Context: an optimization exercise on an open-source flow, tuned for small area. The choices shown serve that exercise and are no tape-out recipe. Only simulation tests tie the RTL to the original design; equivalence was not proved. Power is estimated from default activity; no workload was simulated.

## run 1
==> flow/design.v (excerpt) <==
module weight_row_packer #(
    parameter  int DATA_W     = weight_row_packer_pkg::DATA_W_DEF,
    parameter  int ARRAY_N    = weight_row_packer_pkg::ARRAY_N_DEF,
    parameter  int WT_W       = weight_row_packer_pkg::WT_W_DEF,
    parameter  int FIFO_DEPTH = weight_row_packer_pkg::FIFO_DEPTH_DEF,
    localparam int ROW_W      = ARRAY_N * WT_W,
    localparam int WPR        = ROW_W / DATA_W,
    localparam int RC_W       = $clog2(ARRAY_N + 1)
) (
    input  logic              clk,
    input  logic              rst_n,
    input  logic              start,
    input  logic [RC_W-1:0]   tile_rows,
    input  logic              in_valid,
    input  logic [DATA_W-1:0] in_data,
    output logic              row_valid,
    output logic [ROW_W-1:0]  row_data,
    output logic [RC_W-1:0]   row_idx,
    input  logic              row_ready,
    output logic              busy,
    output logic              tile_done,
    output logic              err_overflow,
    output logic              err_stray
);
    localparam int AW = $clog2(FIFO_DEPTH);
    logic              st_collect, st_drain;
    logic [RC_W-1:0]   rows_left, pop_cnt, tgt_clamped;
    logic [AW:0]       wr_ptr;
    logic              beat_cnt;
    logic [DATA_W-1:0] asm_lo;
    logic              fifo_full, fifo_empty, row_done, push, pop;
    assign tgt_clamped = (tile_rows > RC_W'(ARRAY_N)) ? RC_W'(ARRAY_N) : tile_rows;
    assign fifo_empty  = (wr_ptr == pop_cnt[AW:0]);
    assign fifo_full   = (wr_ptr[AW] != pop_cnt[AW]) && (wr_ptr[AW-1:0] == pop_cnt[AW-1:0]);
    assign row_valid   = !fifo_empty;
    assign pop         = row_valid && row_ready;
    assign row_done    = st_collect && in_valid && beat_cnt;
    assign push        = row_done && (!fifo_full || pop);
    assign busy        = st_collect || st_drain;
    assign row_idx     = pop_cnt;
  ...
Size: about 2200 cells after synthesis, roughly 1200 flip-flops, roughly 410 I/O pins, ~0.041 sq mm of cells after synthesis.
clock: 6.0 ns
lec_check: 0
cap_margin: 0
core_margin: 2
core_utilization: 75
place_density: 0.85
slew_margin: 0
standard.sh (not shown) runs the stock make flow with config.mk's settings and CLKGATE_MAP_FILE= SYNTH_SCRIPT=/design/flow/synth_recipe.tcl, a recipe that flattens the netlist after the stock synthesis.
==> flow/flow/run.sh <==
#!/bin/bash
# The standard ORFS layout, with two changes: ports are buffered with the smallest
# buffer, and clock tree synthesis uses small clock buffers without dummy loads.
set -euo pipefail
export BUFFER_PORTS_ARGS="-buffer_cell sky130_fd_sc_hd__buf_1"
export CTS_ARGS="-sink_clustering_enable -repair_clock_nets -dont_use_dummy_load -buf_list {sky130_fd_sc_hd__clkbuf_4 sky130_fd_sc_hd__clkbuf_8} -sink_clustering_size 18 -sink_clustering_max_diameter 80"
bash standard.sh > flow_standard.log 2>&1
Changes in run 2 relative to run 1:
- changing PLACE_DENSITY from 0.85 to 0.72
- changing CAP_MARGIN from 0 to 20
- changing SLEW_MARGIN from 0 to 20
- changing CORE_UTILIZATION from 75 to 60
-- flow/flow/run.sh --
<<< run 1, line 6
export CTS_ARGS="-sink_clustering_enable -repair_clock_nets -dont_use_dummy_load -buf_list {sky130_fd_sc_hd__clkbuf_4 sky130_fd_sc_hd__clkbuf_8} -sink_clustering_size 18 -sink_clustering_max_diameter 80"
>>> run 2, line 6
export CTS_ARGS="-sink_clustering_enable -repair_clock_nets -dont_use_dummy_load -buf_list {sky130_fd_sc_hd__clkbuf_4 sky130_fd_sc_hd__clkbuf_8} -sink_clustering_size 20 -sink_clustering_max_diameter 40"
Results
[compare] base=run 1 new=run 2: largest vdd supply drop up about 12%, share of power burned in the clock network up 2.9 points.
The total power density per cell area in run 2 sits 1.3% above the value recorded for run 1.
When run 2 is measured against run 1, its number of search-and-repair iterations in the first detailed-routing pass turns out 1 lower.
Run 2 vs. run 1: wire length of the first global-routing pass went up by about 0.65%.
Taking run 1 as 1.0, run 2 lands at 1.06 on cell total after placement.
Changes in run 3 relative to run 2:
- PLACE_DENSITY now 0.85, was 0.72
- SLEW_MARGIN now 10, was 20
- CAP_MARGIN now 10, was 20
- CORE_UTILIZATION now 75, was 60
-- flow/flow/run.sh --
<<< run 2, line 6
export CTS_ARGS="-sink_clustering_enable -repair_clock_nets -dont_use_dummy_load -buf_list {sky130_fd_sc_hd__clkbuf_4 sky130_fd_sc_hd__clkbuf_8} -sink_clustering_size 20 -sink_clustering_max_diameter 40"
>>> run 3, line 6
export CTS_ARGS="-sink_clustering_enable -repair_clock_nets -dont_use_dummy_load -buf_list {sky130_fd_sc_hd__clkbuf_4 sky130_fd_sc_hd__clkbuf_8} -sink_clustering_size 18 -sink_clustering_max_diameter 80"
Results
Run 3: global-route usage 6.1 points above run 2
Count of plain and timing-repair buffers in the layout in run 3 is 1.1% lower than in run 2
Compared to run 2, run 3 has layout cell share with drive strength beyond 1 1.8 points lower.
As of run 3, fill cell instance count of the final layout had fallen by more than a quarter compared to run 2.
Against run 2, run 3 comes in 2.9 points lower on relative contribution of the clock network to total power.
Modified inputs, run 4 compared to run 3
- CAP_MARGIN changed from 10 to 20
- PLACE_DENSITY removed (was 0.85)
- CORE_UTILIZATION changed from 75 to 40
- SLEW_MARGIN changed from 10 to 20
-- flow/flow/run.sh --
<<< run 3, line 6
export CTS_ARGS="-sink_clustering_enable -repair_clock_nets -dont_use_dummy_load -buf_list {sky130_fd_sc_hd__clkbuf_4 sky130_fd_sc_hd__clkbuf_8} -sink_clustering_size 18 -sink_clustering_max_diameter 80"
>>> run 4, line 6
export CTS_ARGS="-sink_clustering_enable -repair_clock_nets -dont_use_dummy_load -buf_list {sky130_fd_sc_hd__clkbuf_4 sky130_fd_sc_hd__clkbuf_8} -sink_clustering_size 16 -sink_clustering_max_diameter 40"
==> comparison <==
Sort run 4 and run 3 by via count, ascending, and run 4 comes first.
Sort run 4 and run 3 by placeable core area, descending, and run 4 comes first.
Run 3 → run 4: clock network fraction of total power shows an increase of 4.0 points, routed wire length picked up an extra about 9%, detailed-routed wire length on met3 went down 950 um.
In run 4, the die height came out about 36% above the value in run 3.
The inputs of run 5 differ from those of run 4 as listed below.
- SLEW_MARGIN changed from 20 to 10
- CORE_UTILIZATION changed from 40 to 75
- CAP_MARGIN changed from 20 to 10
- PLACE_DENSITY newly set to 0.85
- GPL_TIMING_DRIVEN newly set to 0
-- flow/flow/run.sh --
<<< run 4, line 6
export CTS_ARGS="-sink_clustering_enable -repair_clock_nets -dont_use_dummy_load -buf_list {sky130_fd_sc_hd__clkbuf_4 sky130_fd_sc_hd__clkbuf_8} -sink_clustering_size 16 -sink_clustering_max_diameter 40"
>>> run 5, line 6
export CTS_ARGS="-sink_clustering_enable -repair_clock_nets -dont_use_dummy_load -buf_list {sky130_fd_sc_hd__clkbuf_4 sky130_fd_sc_hd__clkbuf_8} -sink_clustering_size 18 -sink_clustering_max_diameter 80"
## What came out
Diff run 4 -> run 5 | overall power of the completed layout | down by a few percent
Looking at register fraction of the total cell area, run 5 sits 2.2 points above run 4.
The worst setup slack of run 5 is lower than that of run 4.
Note that the final routed wire length divided by cell count recorded for run 5 amounts to 1.17 times the value seen in run 4.
Taking run 4 as 1.0, run 5 lands at 1.2 on non-clock buffer count.
Run 5 finished end to end and its layout was clean on timing, DRC and antenna.
Area of all placed cells without fillers (run 5 vs. run 4) decreases by a few percent

* * *

The RTL this note starts from:
==> flow/design.v <==
package weight_row_packer_pkg;
    localparam int DATA_W_DEF     = 128;
    localparam int ARRAY_N_DEF    = 32;
    localparam int WT_W_DEF       = 8;
    localparam int FIFO_DEPTH_DEF = 4;
    localparam int ROW_W_DEF      = ARRAY_N_DEF * WT_W_DEF;
    localparam int WPR_DEF        = ROW_W_DEF / DATA_W_DEF;
    typedef enum logic [1:0] {
        ST_IDLE    = 2'd0,
        ST_COLLECT = 2'd1,
        ST_DRAIN   = 2'd2
    } pk_state_e;
endpackage
module row_fifo_fwft #(
    parameter int HALF_W = 128,
    parameter int DEPTH  = 4,
    localparam int AW    = $clog2(DEPTH)
) (
    input  logic              clk,
    input  logic              wr_en,
    input  logic [AW-1:0]     wr_addr,
    input  logic [HALF_W-1:0] wr_lo,
    input  logic [HALF_W-1:0] wr_hi,
    input  logic [AW-1:0]     rd_addr,
    output logic [2*HALF_W-1:0] rd_data
);
    logic [2*HALF_W-1:0] mem [DEPTH];
    always_comb begin
        rd_data = '0;
        for (int i = 0; i < DEPTH; i++)
            rd_data = rd_data | (mem[i] & {2*HALF_W{rd_addr == AW'(i)}});
    end
    always_ff @(posedge clk) begin
        if (wr_en) mem[wr_addr] <= {wr_hi, wr_lo};
    end
endmodule
module weight_row_packer #(
    parameter  int DATA_W     = weight_row_packer_pkg::DATA_W_DEF,
    parameter  int ARRAY_N    = weight_row_packer_pkg::ARRAY_N_DEF,
    parameter  int WT_W       = weight_row_packer_pkg::WT_W_DEF,
    parameter  int FIFO_DEPTH = weight_row_packer_pkg::FIFO_DEPTH_DEF,
    localparam int ROW_W      = ARRAY_N * WT_W,
    localparam int WPR        = ROW_W / DATA_W,
    localparam int RC_W       = $clog2(ARRAY_N + 1)
) (
    input  logic              clk,
    input  logic              rst_n,
    input  logic              start,
    input  logic [RC_W-1:0]   tile_rows,
    input  logic              in_valid,
    input  logic [DATA_W-1:0] in_data,
    output logic              row_valid,
    output logic [ROW_W-1:0]  row_data,
    output logic [RC_W-1:0]   row_idx,
    input  logic              row_ready,
    output logic              busy,
    output logic              tile_done,
    output logic              err_overflow,
    output logic              err_stray
);
    localparam int AW = $clog2(FIFO_DEPTH);
    logic              st_collect, st_drain;
    logic [RC_W-1:0]   rows_left, pop_cnt, tgt_clamped;
    logic [AW:0]       wr_ptr;
    logic              beat_cnt;
    logic [DATA_W-1:0] asm_lo;
    logic              fifo_full, fifo_empty, row_done, push, pop;
    assign tgt_clamped = (tile_rows > RC_W'(ARRAY_N)) ? RC_W'(ARRAY_N) : tile_rows;
    assign fifo_empty  = (wr_ptr == pop_cnt[AW:0]);
    assign fifo_full   = (wr_ptr[AW] != pop_cnt[AW]) && (wr_ptr[AW-1:0] == pop_cnt[AW-1:0]);
    assign row_valid   = !fifo_empty;
    assign pop         = row_valid && row_ready;
    assign row_done    = st_collect && in_valid && beat_cnt;
    assign push        = row_done && (!fifo_full || pop);
    assign busy        = st_collect || st_drain;
    assign row_idx     = pop_cnt;
    always_ff @(posedge clk) begin
        if (!beat_cnt) asm_lo <= in_data;
    end
    always_ff @(posedge clk) begin
        if (!busy && start)   rows_left <= tgt_clamped;
        else if (row_done)    rows_left <= rows_left - RC_W'(1);
    end
    always_ff @(posedge clk or negedge rst_n) begin
        if (!rst_n) begin
            st_collect   <= 1'b0;
            st_drain     <= 1'b0;
            pop_cnt      <= '0;
            wr_ptr       <= '0;
            beat_cnt     <= 1'b0;
            err_overflow <= 1'b0;
            err_stray    <= 1'b0;
            tile_done    <= 1'b0;
        end else begin
            tile_done <= st_drain && fifo_empty;
            if (pop)  pop_cnt <= pop_cnt + RC_W'(1);
            if (push) wr_ptr  <= wr_ptr + 1'b1;
            if (!busy) begin
                if (start) begin
                    pop_cnt      <= '0;
                    wr_ptr       <= '0;
                    err_overflow <= 1'b0;
                    err_stray    <= 1'b0;
                    st_collect   <= (tgt_clamped != '0);
                    st_drain     <= (tgt_clamped == '0);
                end
                if (in_valid) err_stray <= 1'b1;
            end
            if (st_collect) begin
                if (in_valid) beat_cnt <= !beat_cnt;
                if (row_done) begin
                    if (!push) err_overflow <= 1'b1;
                    if (rows_left == RC_W'(1)) begin
                        st_collect <= 1'b0;
                        st_drain   <= 1'b1;
                    end
                end
            end
            if (st_drain) begin
                if (in_valid) err_stray <= 1'b1;
                if (fifo_empty) st_drain <= 1'b0;
            end
        end
    end
    row_fifo_fwft #(
        .HALF_W (DATA_W),
        .DEPTH  (FIFO_DEPTH)
    ) u_fifo (
        .clk     (clk),
        .wr_en   (push),
        .wr_addr (wr_ptr[AW-1:0]),
        .wr_lo   (asm_lo),
        .wr_hi   (in_data),
        .rd_addr (pop_cnt[AW-1:0]),
        .rd_data (row_data)
    );
endmodule
Settings: LEC_CHECK=0, CAP_MARGIN=20, CORE_MARGIN=2, CORE_UTILIZATION=70, PLACE_DENSITY=0.82, SLEW_MARGIN=20; clock period 6.0 ns.
==> flow/flow/run.sh <==
#!/bin/bash
# The standard ORFS layout, with two changes: ports are buffered with the smallest
# buffer, and clock tree synthesis uses small clock buffers without dummy loads.
set -euo pipefail
export BUFFER_PORTS_ARGS="-buffer_cell sky130_fd_sc_hd__buf_1"
export CTS_ARGS="-sink_clustering_enable -repair_clock_nets -dont_use_dummy_load -buf_list {sky130_fd_sc_hd__clkbuf_4 sky130_fd_sc_hd__clkbuf_8} -sink_clustering_size 21 -sink_clustering_max_diameter 80"
bash standard.sh > flow_standard.log 2>&1
Rerun with:
--- a/flow/flow/run.sh
+++ b/flow/flow/run.sh
@@ -6 +6 @@
-export CTS_ARGS="-sink_clustering_enable -repair_clock_nets -dont_use_dummy_load -buf_list {sky130_fd_sc_hd__clkbuf_4 sky130_fd_sc_hd__clkbuf_8} -sink_clustering_size 21 -sink_clustering_max_diameter 80"
+export CTS_ARGS="-sink_clustering_enable -repair_clock_nets -dont_use_dummy_load -buf_list {sky130_fd_sc_hd__clkbuf_4 sky130_fd_sc_hd__clkbuf_8} -sink_clustering_size 18 -sink_clustering_max_diameter 80"
Settings changed: CAP_MARGIN 20 to 10, CORE_UTILIZATION 70 to 82, PLACE_DENSITY 0.82 to 0.9, SLEW_MARGIN 20 to 10.
Result: The new run passed the timing, design-rule and antenna checks. Count of clock-buffer cells in the layout climbs by 14. Register-to-register slack is worse by 0.14 ns. Global-route usage climbs by 8.1 points. Routed wire length climbs by 8.9%.
Rerun with:
Settings changed: CAP_MARGIN 10 to 20, CORE_UTILIZATION 82 to 70, PLACE_DENSITY 0.9 to 0.82, SLEW_MARGIN 10 to 20.
Outcome: Final cell count rose by 3.3%. Setup slack improves by 0.050 ns. Synthesized area does not change.

-- what the ideal ports hide --
No port has a modelled driver above. Below, the same layouts with a new extraction and two added sets of constraints. Step 1 sets driving cells, clkbuf_16 on the clock port and buf_2 on the other inputs (assumed; they add their load-dependent delay and slew). Step 2 also shifts input and output timing later by t, the mid clock arrival at the registers, as if the neighbouring blocks saw the same clock. a / b / c = ideal / step 1 / step 2; a / b = the first two.
run	shift t [ns]	setup WS [ns]	worst setup path at the end	clock arrival spread, ns	pins driven straight from the clock port
run 1	0.738	1.447 / 1.386 / 1.948	input to register	0.063 / 0.063	1
run 2	0.756	1.470 / 1.409 / 2.029	input to register	0.100 / 0.100	1
run 3	0.738	1.447 / 1.386 / 1.948	input to register	0.063 / 0.063	1
run 4	0.833	1.442 / 1.382 / 2.071	input to register	0.102 / 0.102	1
run 5	0.725	0.989 / 0.932 / 1.657	register to output	0.086 / 0.086	1
the first run of note 2	0.764	1.371 / 1.311 / 2.075	register to output	0.024 / 0.025	1
the second run of note 2	0.717	1.390 / 1.334 / 1.995	input to register	0.081 / 0.080	1
the third run of note 2	0.713	1.440 / 1.381 / 2.093	register to output	0.065 / 0.065	1
After both steps setup and hold are still met in every run listed.
